Context: an optimization exercise on an open-source flow, tuned for small area, a short achievable clock period and few clock cycles per item. The choices shown serve that exercise and are no tape-out recipe. Where RTL was checked, it was by simulation tests only, not by an equivalence proof against the original. No driver is modelled on the clock port, so clocking that relies on it looks cheaper here than on a real chip. No activity file was given, so power comes from the tool's default toggle rates.

==> inputs of v28 <==
==> flow/design.v (excerpt) <==
module cnn_dvcon
(
  input  logic               aclk,
  input  logic               aresetn,
  input  logic [cnn_dvcon_pkg::TDATA_W-1:0] s_axis_tdata,
  input  logic               s_axis_tvalid,
  output logic               s_axis_tready,
  output logic [cnn_dvcon_pkg::ACC_W-1:0]   m_axis_tdata,
  output logic               m_axis_tvalid,
  input  logic               m_axis_tready
);
clock: 8.0 ns
lec_check: 0
cap_margin: 20
core_margin: 2
core_utilization: 40
setup_slack_margin: 3
slew_margin: 20
synth_hierarchical: 1
standard.sh (not shown) runs the stock make flow with config.mk's settings and CLKGATE_MAP_FILE= SYNTH_SCRIPT=/design/flow/synth_recipe.tcl, a recipe that flattens the netlist after the stock synthesis.
==> flow/flow/run.sh <==
#!/bin/bash
# Standard layout (the standard.sh), except that the port buffers are
# sky130_fd_sc_hd__buf_2 cells rather than the delay cells buffer_ports picks by default.
set -e
export BUFFER_PORTS_ARGS="-buffer_cell sky130_fd_sc_hd__buf_2"
bash standard.sh > standard_flow.log 2>&1
==> v22: changes against v28 <==
CORE_UTILIZATION = 70   (was 40)
PLACE_DENSITY = 0.8   (was not set)
SETUP_SLACK_MARGIN = not set   (was 3)
==> v13: changes against v28 <==
--- a/flow/design.v
+++ b/flow/design.v
@@ -15,25 +15,14 @@
   input  logic c,
   output logic s,
   output logic co
 );
   assign s  = a ^ b ^ c;
   assign co = (a & b) | (a & c) | (b & c);
 endmodule
-module cnn_dvcon_bsel
-(
-  input  logic one,
-  input  logic two,
-  input  logic neg,
-  input  logic x1,
-  input  logic x0,
-  output logic p
-);
-  assign p = ((one & x1) | (two & x0)) ^ neg;
-endmodule
 import cnn_dvcon_pkg::*;
 module cnn_dvcon
 (
   input  logic               aclk,
   input  logic               aresetn,
   input  logic [cnn_dvcon_pkg::TDATA_W-1:0] s_axis_tdata,
   input  logic               s_axis_tvalid,
@@ -2997,13 +2986,13 @@
       r0_fs_531 <= fs_531;
       r0_fc_530 <= fc_530;
       r0_fs_533 <= fs_533;
       r0_fc_531 <= fc_531;
       r0_fs_534 <= fs_534;
       r0_fc_534 <= fc_534;
     end
-  assign rowa = {1'b1, r0_fc_534, fs_559, fs_558, fs_556, fc_552, fs_552, fc_548, fc_545, fs_545, fc_540, fc_538, fc_537, fs_537, fs_535, r0_fs_96, r0_fs_60, r0_fs_33, r0_fs_14, r0_fs_3};
-  assign rowb = {1'b0, fc_559, 1'b0, 1'b0, 1'b0, fs_554, fc_550, fs_550, fs_548, 1'b0, fs_542, fs_540, fs_538, 1'b0, 1'b0, 1'b0, 1'b0, 1'b0, 1'b0, 1'b0};
+  assign rowa = {1'b1, r0_fc_534, fs_559, fs_558, fs_556, fc_552, fc_550, fc_548, fc_545, fs_545, fc_540, fc_538, fc_537, fs_537, fs_535, r0_fs_96, r0_fs_60, r0_fs_33, r0_fs_14, r0_fs_3};
+  assign rowb = {1'b0, fc_559, 1'b0, 1'b0, 1'b0, fs_554, fs_552, fs_550, fs_548, 1'b0, fs_542, fs_540, fs_538, 1'b0, 1'b0, 1'b0, 1'b0, 1'b0, 1'b0, 1'b0};
   assign msum = rowa + rowb;
   assign sum = ~msum;
   assign m_axis_tdata = sum;
 endmodule
==> flow/flow/run.sh (replaced) <==
#!/bin/bash
# Standard layout, except that the port buffers are buf_2 cells rather than
# the delay cells buffer_ports picks by default.
set -e
export BUFFER_PORTS_ARGS="-buffer_cell sky130_fd_sc_hd__buf_2"
bash standard.sh > standard_flow.log 2>&1
SETUP_SLACK_MARGIN = not set   (was 3)
==> qor summary <==
quantity                                                        v13             v28             v22
Status                                               finished clean  finished clean  finished clean
Total power                                                 9.13 mW         10.2 mW         9.35 mW
Tap Count                                                       525             525             285
Diode insertion count for antenna repair                          0               0               3
Initial standard-cell utilization of the core                 40.7%           40.7%           71.5%
Number of global-route vias before repair                     12.4k           12.7k           13.7k
Post-route standard cell area excluding fillers           17400 um2       19400 um2       17100 um2
Setup repair after global routing missed its margin           false            true           false
Vertical die dimension                                       206 um          206 um          156 um
Kind of launch point of the worst setup path               register        register      input port
Fraction of power consumed by combinational cells             86.2%           87.4%           86.6%
Final GP Congestion                                           0.968           0.924            1.06
Highest Clock Rate                                        0.181 GHz       0.190 GHz       0.177 GHz
Wire length on met1                                        21200 um        21700 um        17100 um
Chip width                                                   206 um          206 um          156 um
GR met3 Demand/Resource                                       5.43%           3.41%           24.0%
Testbench counts of v28, summed over its fixed seeds: cycles 16,008, items 16,000.
Testbench counts of v22, summed over its fixed seeds: cycles 16,008, items 16,000.
For v13, only the layout was checked, not whether the RTL still works.

========
==> job 3684: inputs <==
cnn_dvcon, a different RTL version from the one above (not shown whole).
Design cnn_dvcon, start of the top module:
module cnn_dvcon
(
  input  logic               aclk,
  input  logic               aresetn,
  input  logic [cnn_dvcon_pkg::TDATA_W-1:0] s_axis_tdata,
  input  logic               s_axis_tvalid,
  output logic               s_axis_tready,
  output logic [cnn_dvcon_pkg::ACC_W-1:0]   m_axis_tdata,
  output logic               m_axis_tvalid,
  input  logic               m_axis_tready
);
clock: 8.0 ns
lec_check: 0
abc_clock_period_in_ps: 1000
cap_margin: 20
core_margin: 2
core_utilization: 40
slew_margin: 20
synth_hierarchical: 1
==> flow/flow/run.sh <==
#!/bin/bash
# Standard layout (the standard.sh), except that the port buffers are
# sky130_fd_sc_hd__buf_2 cells rather than the delay cells buffer_ports picks by default.
set -e
export BUFFER_PORTS_ARGS="-buffer_cell sky130_fd_sc_hd__buf_2"
bash standard.sh > standard_flow.log 2>&1
==> job 9628: changes against job 3684 <==
--- a/flow/config.mk
+++ b/flow/config.mk
@@ -6,5 +6,4 @@
 export NUM_CORES = 4
 export LEC_CHECK = 0
-export ABC_CLOCK_PERIOD_IN_PS = 1000
 export CAP_MARGIN = 20
 export CORE_MARGIN = 2
==> results by group <==
Status
  • Status: no timing/DRC/antenna violations

Route
  • Drt initial violations: 963

Finish
  • Inverters excl. clock: 41
  • Largest register FFs: 2

Timing
  • Skew final: 0.0126 ns

Place
  • # placed instances: between 2000 and 2500
(the above is from job 9628)
==> results by group <==
Status
  • Status: no timing/DRC/antenna violations

CTS
  • Post-CTS setup buffer count: 0

Finish
  • Fill cells: 4385
  • Largest register FFs: 2
  • Inverters excl. clock: 41

Timing
  • Skew final: about 0.013 ns
  • Fmax: 239 MHz

Route
  • Drt initial violations: 963

Global route
  • Met3 GRT Util: 9.48%

Synth
  • Synth top cells by count: fa_1, nand2_1, edfxtp_1
(the above is from job 3684)
Testbench counts of job 3684, summed over its fixed seeds: cycles 16,016, items 16,000.
Testbench counts of job 9628, summed over its fixed seeds: cycles 16,016, items 16,000.

========
==> v29 <==
Another version of the RTL of cnn_dvcon (not shown whole).
clock: 8.0 ns
lec_check: 0
cap_margin: 20
core_margin: 2
core_utilization: 65
place_density: 0.75
setup_slack_margin: 4.0
slew_margin: 20
synth_hierarchical: 1
Scripts as last shown in full above: flow/flow/run.sh
==> v9 (differences from v29) <==
--- a/flow/design.v
+++ b/flow/design.v
@@ -39,2 +39,13 @@
 endmodule
+module cnn_dvcon_bsel
+(
+  input  logic one,
+  input  logic two,
+  input  logic neg,
+  input  logic x1,
+  input  logic x0,
+  output logic p
+);
+  assign p = ((one & x1) | (two & x0)) ^ neg;
+endmodule
 import cnn_dvcon_pkg::*;
==> flow/flow/run.sh (replaced) <==
#!/bin/bash
# Standard layout (the standard.sh) with two changes:
#  - the port buffers are sky130_fd_sc_hd__buf_2 cells rather than the delay cells
#    buffer_ports picks by default;
#  - clock tree synthesis builds from clkbuf_4/clkbuf_8 and adds no dummy
#    load cells (otherwise the same clock_tree_synthesis arguments as ORFS).
set -e
export BUFFER_PORTS_ARGS="-buffer_cell sky130_fd_sc_hd__buf_2"
export CTS_ARGS="-sink_clustering_enable -repair_clock_nets -dont_use_dummy_load -buf_list {sky130_fd_sc_hd__clkbuf_4 sky130_fd_sc_hd__clkbuf_8}"
bash standard.sh > standard_flow.log 2>&1
Settings changed: CORE_UTILIZATION 65 to 40, CTS_BUF_LIST from default to sky130_fd_sc_hd__clkbuf_4 sky130_fd_sc_hd__clkbuf_8, SETUP_SLACK_MARGIN 4.0 to 4.1.
==> v36 (differences from v29) <==
--- a/flow/design.v
+++ b/flow/design.v
@@ -39,2 +39,13 @@
 endmodule
+module cnn_dvcon_bsel
+(
+  input  logic one,
+  input  logic two,
+  input  logic neg,
+  input  logic x1,
+  input  logic x0,
+  output logic p
+);
+  assign p = ((one & x1) | (two & x0)) ^ neg;
+endmodule
 import cnn_dvcon_pkg::*;
Settings changed: CORE_UTILIZATION 65 to 40, PLACE_DENSITY 0.75 to default, SETUP_SLACK_MARGIN 4.0 to 4.15.
==> comparison table <==
metric	v36	v29	v9
Maximum clock rate	259 MHz	253 MHz	258 MHz
Sequential share of cell area	0.223	0.234	0.230
Clock network power	0.000858 W	0.000797 W	0.000471 W
Clk pwr share	0.083	0.075	0.047
Reg-to-reg startpoint	r0_fc_225	r0_fs_225	r0_fs_219
H-tree depth	4	4	-
Std-Cell Core Area	47600 um^2	29400 um^2	47600 um^2
Data required time at the worst endpoint	8.15 ns	8.15 ns	8.21 ns
Worst-skew pair later-pin latency	0.45 ns	0.44 ns	0.50 ns
Comb pwr share	0.676	0.688	0.702
Detailed-routing iteration count for the pre-antenna-repair pass	8	8	6
Status	no timing/DRC/antenna violations	no timing/DRC/antenna violations	no timing/DRC/antenna violations
Share of cells above drive strength 1	0.281	0.147	0.218
Vias in the first global route	13600	13900	14000
Clock tree root buffer cell	sky130_fd_sc_hd__clkbuf_16	sky130_fd_sc_hd__clkbuf_16	-
Routed length per placed instance	28.5 um	31.1 um	28.4 um
Testbench counts of v29, summed over its fixed seeds: cycles 16,016, items 16,000.
Testbench counts of v9, summed over its fixed seeds: cycles 16,016, items 16,000.
Testbench counts of v36, summed over its fixed seeds: cycles 16,016, items 16,000.

========
==> job 6683 <==
cnn_dvcon with an RTL version that a note above also has.
Settings: LEC_CHECK=0, CAP_MARGIN=20, CORE_MARGIN=2, CORE_UTILIZATION=40, SETUP_SLACK_MARGIN=4.0, SLEW_MARGIN=20, SYNTH_HIERARCHICAL=1; clock period 8.0 ns.
==> flow/flow/run.sh <==
#!/bin/bash
# Standard layout (the standard.sh), except that the port buffers are
# sky130_fd_sc_hd__buf_2 cells rather than the delay cells buffer_ports picks by default.
set -e
export BUFFER_PORTS_ARGS="-buffer_cell sky130_fd_sc_hd__buf_2"
bash standard.sh > standard_flow.log 2>&1
==> job 3501 (differences from job 6683) <==
==> flow/config.mk (replaced) <==
export PLATFORM = sky130hd
export DESIGN_NAME = cnn_dvcon
export DESIGN_NICKNAME = cnn_dvcon
export VERILOG_FILES = /design/flow/design.v
export SDC_FILE = /design/flow/constraint.sdc
export NUM_CORES = 4
export LEC_CHECK = 0
export CAP_MARGIN = 20
export CORE_MARGIN = 2
export CORE_UTILIZATION = 40
export SETUP_SLACK_MARGIN = 4.3
export SLEW_MARGIN = 20
export SYNTH_HIERARCHICAL = 1
==> job 5066 (differences from job 6683) <==
--- a/flow/design.v
+++ b/flow/design.v
@@ -14,16 +14,26 @@
   input  logic b,
   input  logic c,
   output logic s,
   output logic co
 );
   assign s  = a ^ b ^ c;
   assign co = (a & b) | (a & c) | (b & c);
 endmodule
+module cnn_dvcon_ha
+(
+  input  logic a,
+  input  logic b,
+  output logic s,
+  output logic co
+);
+  assign s  = a ^ b;
+  assign co = a & b;
+endmodule
 module cnn_dvcon_bsel
 (
   input  logic one,
   input  logic two,
   input  logic neg,
   input  logic x1,
   input  logic x0,
   output logic p
@@ -1845,28 +1855,28 @@
   logic fs_550;
   logic fc_550;
   logic fs_551;
   logic fc_551;
   logic fs_552;
   logic fc_552;
   logic fs_553;
   logic fc_553;
+  logic hs_0;
+  logic hc_0;
   logic fs_554;
   logic fc_554;
   logic fs_555;
   logic fc_555;
   logic fs_556;
   logic fc_556;
   logic fs_557;
   logic fc_557;
-  logic fs_558;
-  logic fc_558;
-  logic fs_559;
-  logic fc_559;
+  logic hs_1;
+  logic hc_1;
   logic r1_r0_fs_3;
   logic r1_r0_fs_14;
   logic r1_fs_462;
   logic r1_fs_464;
   logic r1_fs_468;
   logic r1_fs_473;
   logic r1_fs_480;
   logic r1_fs_488;
@@ -1879,21 +1889,23 @@
   logic r1_fs_528;
   logic r1_fc_518;
   logic r1_fc_528;
   logic r1_fs_537;
   logic r1_fc_537;
   logic r1_fs_544;
   logic r1_fc_544;
   logic r1_fs_550;
-  logic r1_fs_554;
-  logic r1_fs_557;
-  logic r1_fs_559;
-  logic r1_fc_558;
-  logic r1_fc_559;
+  logic r1_hs_0;
+  logic r1_fc_550;
+  logic r1_fs_556;
+  logic r1_hs_1;
+  logic r1_fc_556;
+  logic r1_fc_557;
+  logic r1_hc_1;
   logic en;
   logic [ACC_W-1:0] rowa, rowb, msum, sum;
   logic [2:1] vld;
   assign en = !m_axis_tvalid || m_axis_tready;
   assign s_axis_tready = en;
   assign m_axis_tvalid = vld[2];
   always_ff @(posedge aclk or negedge aresetn)
     if (!aresetn) vld <= '0;
@@ -3033,23 +3045,23 @@
   cnn_dvcon_fa u_fa546 (.a(r0_fs_455), .b(r0_fc_445), .c(r0_fs_456), .s(fs_546), .co(fc_546));
   cnn_dvcon_fa u_fa547 (.a(r0_fc_446), .b(fc_538), .c(fc_539), .s(fs_547), .co(fc_547));
   cnn_dvcon_fa u_fa548 (.a(fs_545), .b(fs_546), .c(fc_540), .s(fs_548), .co(fc_548));
   cnn_dvcon_fa u_fa549 (.a(fc_541), .b(fs_547), .c(fc_542), .s(fs_549), .co(fc_549));
   cnn_dvcon_fa u_fa550 (.a(fs_548), .b(fc_543), .c(fs_549), .s(fs_550), .co(fc_550));
   cnn_dvcon_fa u_fa551 (.a(r0_fc_456), .b(r0_fs_459), .c(r0_fs_460), .s(fs_551), .co(fc_551));
   cnn_dvcon_fa u_fa552 (.a(fc_545), .b(fc_546), .c(fs_551), .s(fs_552), .co(fc_552));
   cnn_dvcon_fa u_fa553 (.a(fc_547), .b(fs_552), .c(fc_548), .s(fs_553), .co(fc_553));
-  cnn_dvcon_fa u_fa554 (.a(fc_549), .b(fs_553), .c(fc_550), .s(fs_554), .co(fc_554));
-  cnn_dvcon_fa u_fa555 (.a(r0_fc_459), .b(r0_fs_461), .c(r0_fc_460), .s(fs_555), .co(fc_555));
-  cnn_dvcon_fa u_fa556 (.a(fc_551), .b(fs_555), .c(fc_552), .s(fs_556), .co(fc_556));
-  cnn_dvcon_fa u_fa557 (.a(fs_556), .b(fc_553), .c(fc_554), .s(fs_557), .co(fc_557));
-  assign fs_558 = ~(fc_555 ^ r0_fc_461);
-  assign fc_558 = fc_555 | r0_fc_461;
-  cnn_dvcon_fa u_fa559 (.a(fs_558), .b(fc_556), .c(fc_557), .s(fs_559), .co(fc_559));
+  cnn_dvcon_ha u_ha0 (.a(fc_549), .b(fs_553), .s(hs_0), .co(hc_0));
+  cnn_dvcon_fa u_fa554 (.a(r0_fc_459), .b(r0_fs_461), .c(r0_fc_460), .s(fs_554), .co(fc_554));
+  cnn_dvcon_fa u_fa555 (.a(fc_551), .b(fs_554), .c(fc_552), .s(fs_555), .co(fc_555));
+  cnn_dvcon_fa u_fa556 (.a(fs_555), .b(fc_553), .c(hc_0), .s(fs_556), .co(fc_556));
+  assign fs_557 = ~(fc_554 ^ r0_fc_461);
+  assign fc_557 = fc_554 | r0_fc_461;
+  cnn_dvcon_ha u_ha1 (.a(fs_557), .b(fc_555), .s(hs_1), .co(hc_1));
   always_ff @(posedge aclk)
     if (en) begin
       r0_fs_3 <= fs_3;
       r0_fs_14 <= fs_14;
       r0_fs_31 <= fs_31;
       r0_fc_14 <= fc_14;
       r0_fs_32 <= fs_32;
       r0_fs_55 <= fs_55;
@@ -3188,20 +3200,22 @@
       r1_fs_528 <= fs_528;
       r1_fc_518 <= fc_518;
       r1_fc_528 <= fc_528;
       r1_fs_537 <= fs_537;
       r1_fc_537 <= fc_537;
       r1_fs_544 <= fs_544;
       r1_fc_544 <= fc_544;
       r1_fs_550 <= fs_550;
-      r1_fs_554 <= fs_554;
-      r1_fs_557 <= fs_557;
-      r1_fs_559 <= fs_559;
-      r1_fc_558 <= fc_558;
-      r1_fc_559 <= fc_559;
+      r1_hs_0 <= hs_0;
+      r1_fc_550 <= fc_550;
+      r1_fs_556 <= fs_556;
+      r1_hs_1 <= hs_1;
+      r1_fc_556 <= fc_556;
+      r1_fc_557 <= fc_557;
+      r1_hc_1 <= hc_1;
     end
-  assign rowa = {1'b1, r1_fc_558, r1_fs_559, r1_fs_557, r1_fs_554, r1_fc_544, r1_fc_537, r1_fc_528, r1_fs_528, r1_fs_518, r1_fc_497, r1_fc_488, r1_fs_488, r1_fs_480, r1_fs_473, r1_fs_468, r1_fs_464, r1_fs_462, r1_r0_fs_14, r1_r0_fs_3};
-  assign rowb = {1'b0, r1_fc_559, 1'b0, 1'b0, 1'b0, r1_fs_550, r1_fs_544, r1_fs_537, r1_fc_518, 1'b0, r1_fs_507, r1_fs_497, r1_fc_480, 1'b0, 1'b0, 1'b0, 1'b0, 1'b0, 1'b0, 1'b0};
+  assign rowa = {1'b1, r1_fc_557, r1_hs_1, r1_fs_556, r1_hs_0, r1_fc_544, r1_fc_537, r1_fc_528, r1_fs_528, r1_fs_518, r1_fc_497, r1_fc_488, r1_fs_488, r1_fs_480, r1_fs_473, r1_fs_468, r1_fs_464, r1_fs_462, r1_r0_fs_14, r1_r0_fs_3};
+  assign rowb = {1'b0, r1_hc_1, r1_fc_556, 1'b0, r1_fc_550, r1_fs_550, r1_fs_544, r1_fs_537, r1_fc_518, 1'b0, r1_fs_507, r1_fs_497, r1_fc_480, 1'b0, 1'b0, 1'b0, 1'b0, 1'b0, 1'b0, 1'b0};
   assign msum = rowa + rowb;
   assign sum = ~msum;
   assign m_axis_tdata = sum;
 endmodule
==> flow/config.mk (replaced) <==
export PLATFORM = sky130hd
export DESIGN_NAME = cnn_dvcon
export DESIGN_NICKNAME = cnn_dvcon
export VERILOG_FILES = /design/flow/design.v
export SDC_FILE = /design/flow/constraint.sdc
export NUM_CORES = 4
export LEC_CHECK = 0
export CAP_MARGIN = 20
export CORE_MARGIN = 2
export CORE_UTILIZATION = 40
export SLEW_MARGIN = 20
export SYNTH_HIERARCHICAL = 1
==> comparison table <==
item                                                                         job 5066                 job 6683                 job 3501
Status                                                        complete, no violations  complete, no violations  complete, no violations
Final instance area                                                       0.0210 mm^2              0.0214 mm^2              0.0240 mm^2
Via count of the first global-routing pass                                      13700                    14000                    14100
Area Growth Syn to Fin                                                          10.5%                    11.1%                    24.9%
Clock net power                                                            0.000822 W               0.000780 W               0.000872 W
Inverter count                                                                     40                       41                       41
Design Power                                                                0.00860 W                0.00888 W                0.00948 W
Combinational cell power                                                    0.00566 W                0.00597 W                0.00647 W
Post-layout util                                                                44.9%                    44.9%                    50.4%
Drt first-iter violations                                                        1186                     1192                     1027
Placed cell count                                                                2172                     2185                     2185
Fraction of the mapped netlist area in compound gates                          0.863%                   0.754%                   0.754%
Area fraction in and, or, nand and nor cells after synthesis                    13.1%                    13.2%                    13.2%
Total met3 wirelength after detailed routing                                  6.22 mm                  5.54 mm                  5.95 mm
Post-synthesis adder-cell area fraction                                         59.2%                    58.4%                    58.4%
Number of clock sinks seen by CTS                                                 155                      153                      153
Worst Hold End                                                            r1_r0_fs_14              r1_r0_fs_14               r1_r0_fs_3
Testbench counts of job 6683, summed over its fixed seeds: cycles 16,016, items 16,000.
Testbench counts of job 3501, summed over its fixed seeds: cycles 16,016, items 16,000.
The RTL of job 5066 was laid out without a check of its function.

==> afterwards: timing with drivers on the ports <==
In the flow no input, the clock included, has a driving cell. The finished layouts below were timed again as built, in two steps. Step 1: set_driving_cell puts a clkbuf_16 on aclk and a buf_2 on each other input, an assumption about the parent block. Step 2 also shifts input and output timing later by t, the mid clock arrival at the registers, as if the neighbouring blocks saw the same clock. Slacks: ideal ports / drivers / drivers and shift; pairs: ideal ports / drivers.
| run | t (ns) | setup slack, ns | slew at the worst register clock pin (ns) | cell pins on the clock port's net |
|---|---|---|---|---|
| v28 | 0.367 | 2.738 / 2.686 / 2.496 | 0.08 / 0.08 | 1 |
| v22 | 0.349 | 2.358 / 2.372 / 2.025 | 0.09 / 0.09 | 1 |
| v13 | 0.350 | 2.467 / 2.424 / 2.207 | 0.07 / 0.07 | 1 |
| job 3684 | 0.484 | 3.821 / 3.781 / 3.367 | 0.07 / 0.07 | 1 |
| job 9628 | 0.484 | 3.821 / 3.781 / 3.367 | 0.07 / 0.07 | 1 |
| v29 | 0.487 | 4.052 / 4.082 / 3.595 | 0.08 / 0.08 | 1 |
| v9 | 0.528 | 4.122 / 4.149 / 3.620 | 0.11 / 0.11 | 1 |
| v36 | 0.497 | 4.141 / 4.155 / 3.658 | 0.08 / 0.08 | 1 |
| job 6683 | 0.493 | 4.027 / 4.006 / 3.556 | 0.07 / 0.07 | 1 |
| job 3501 | 0.489 | 4.065 / 4.013 / 3.696 | 0.07 / 0.07 | 1 |
| job 5066 | 0.487 | 3.804 / 3.819 / 3.343 | 0.07 / 0.07 | 1 |
After both steps setup and hold are still met in every run listed. The setup slack of v9, which loses most, moves by +0.027 ns with the drivers and by -0.502 ns with both steps.
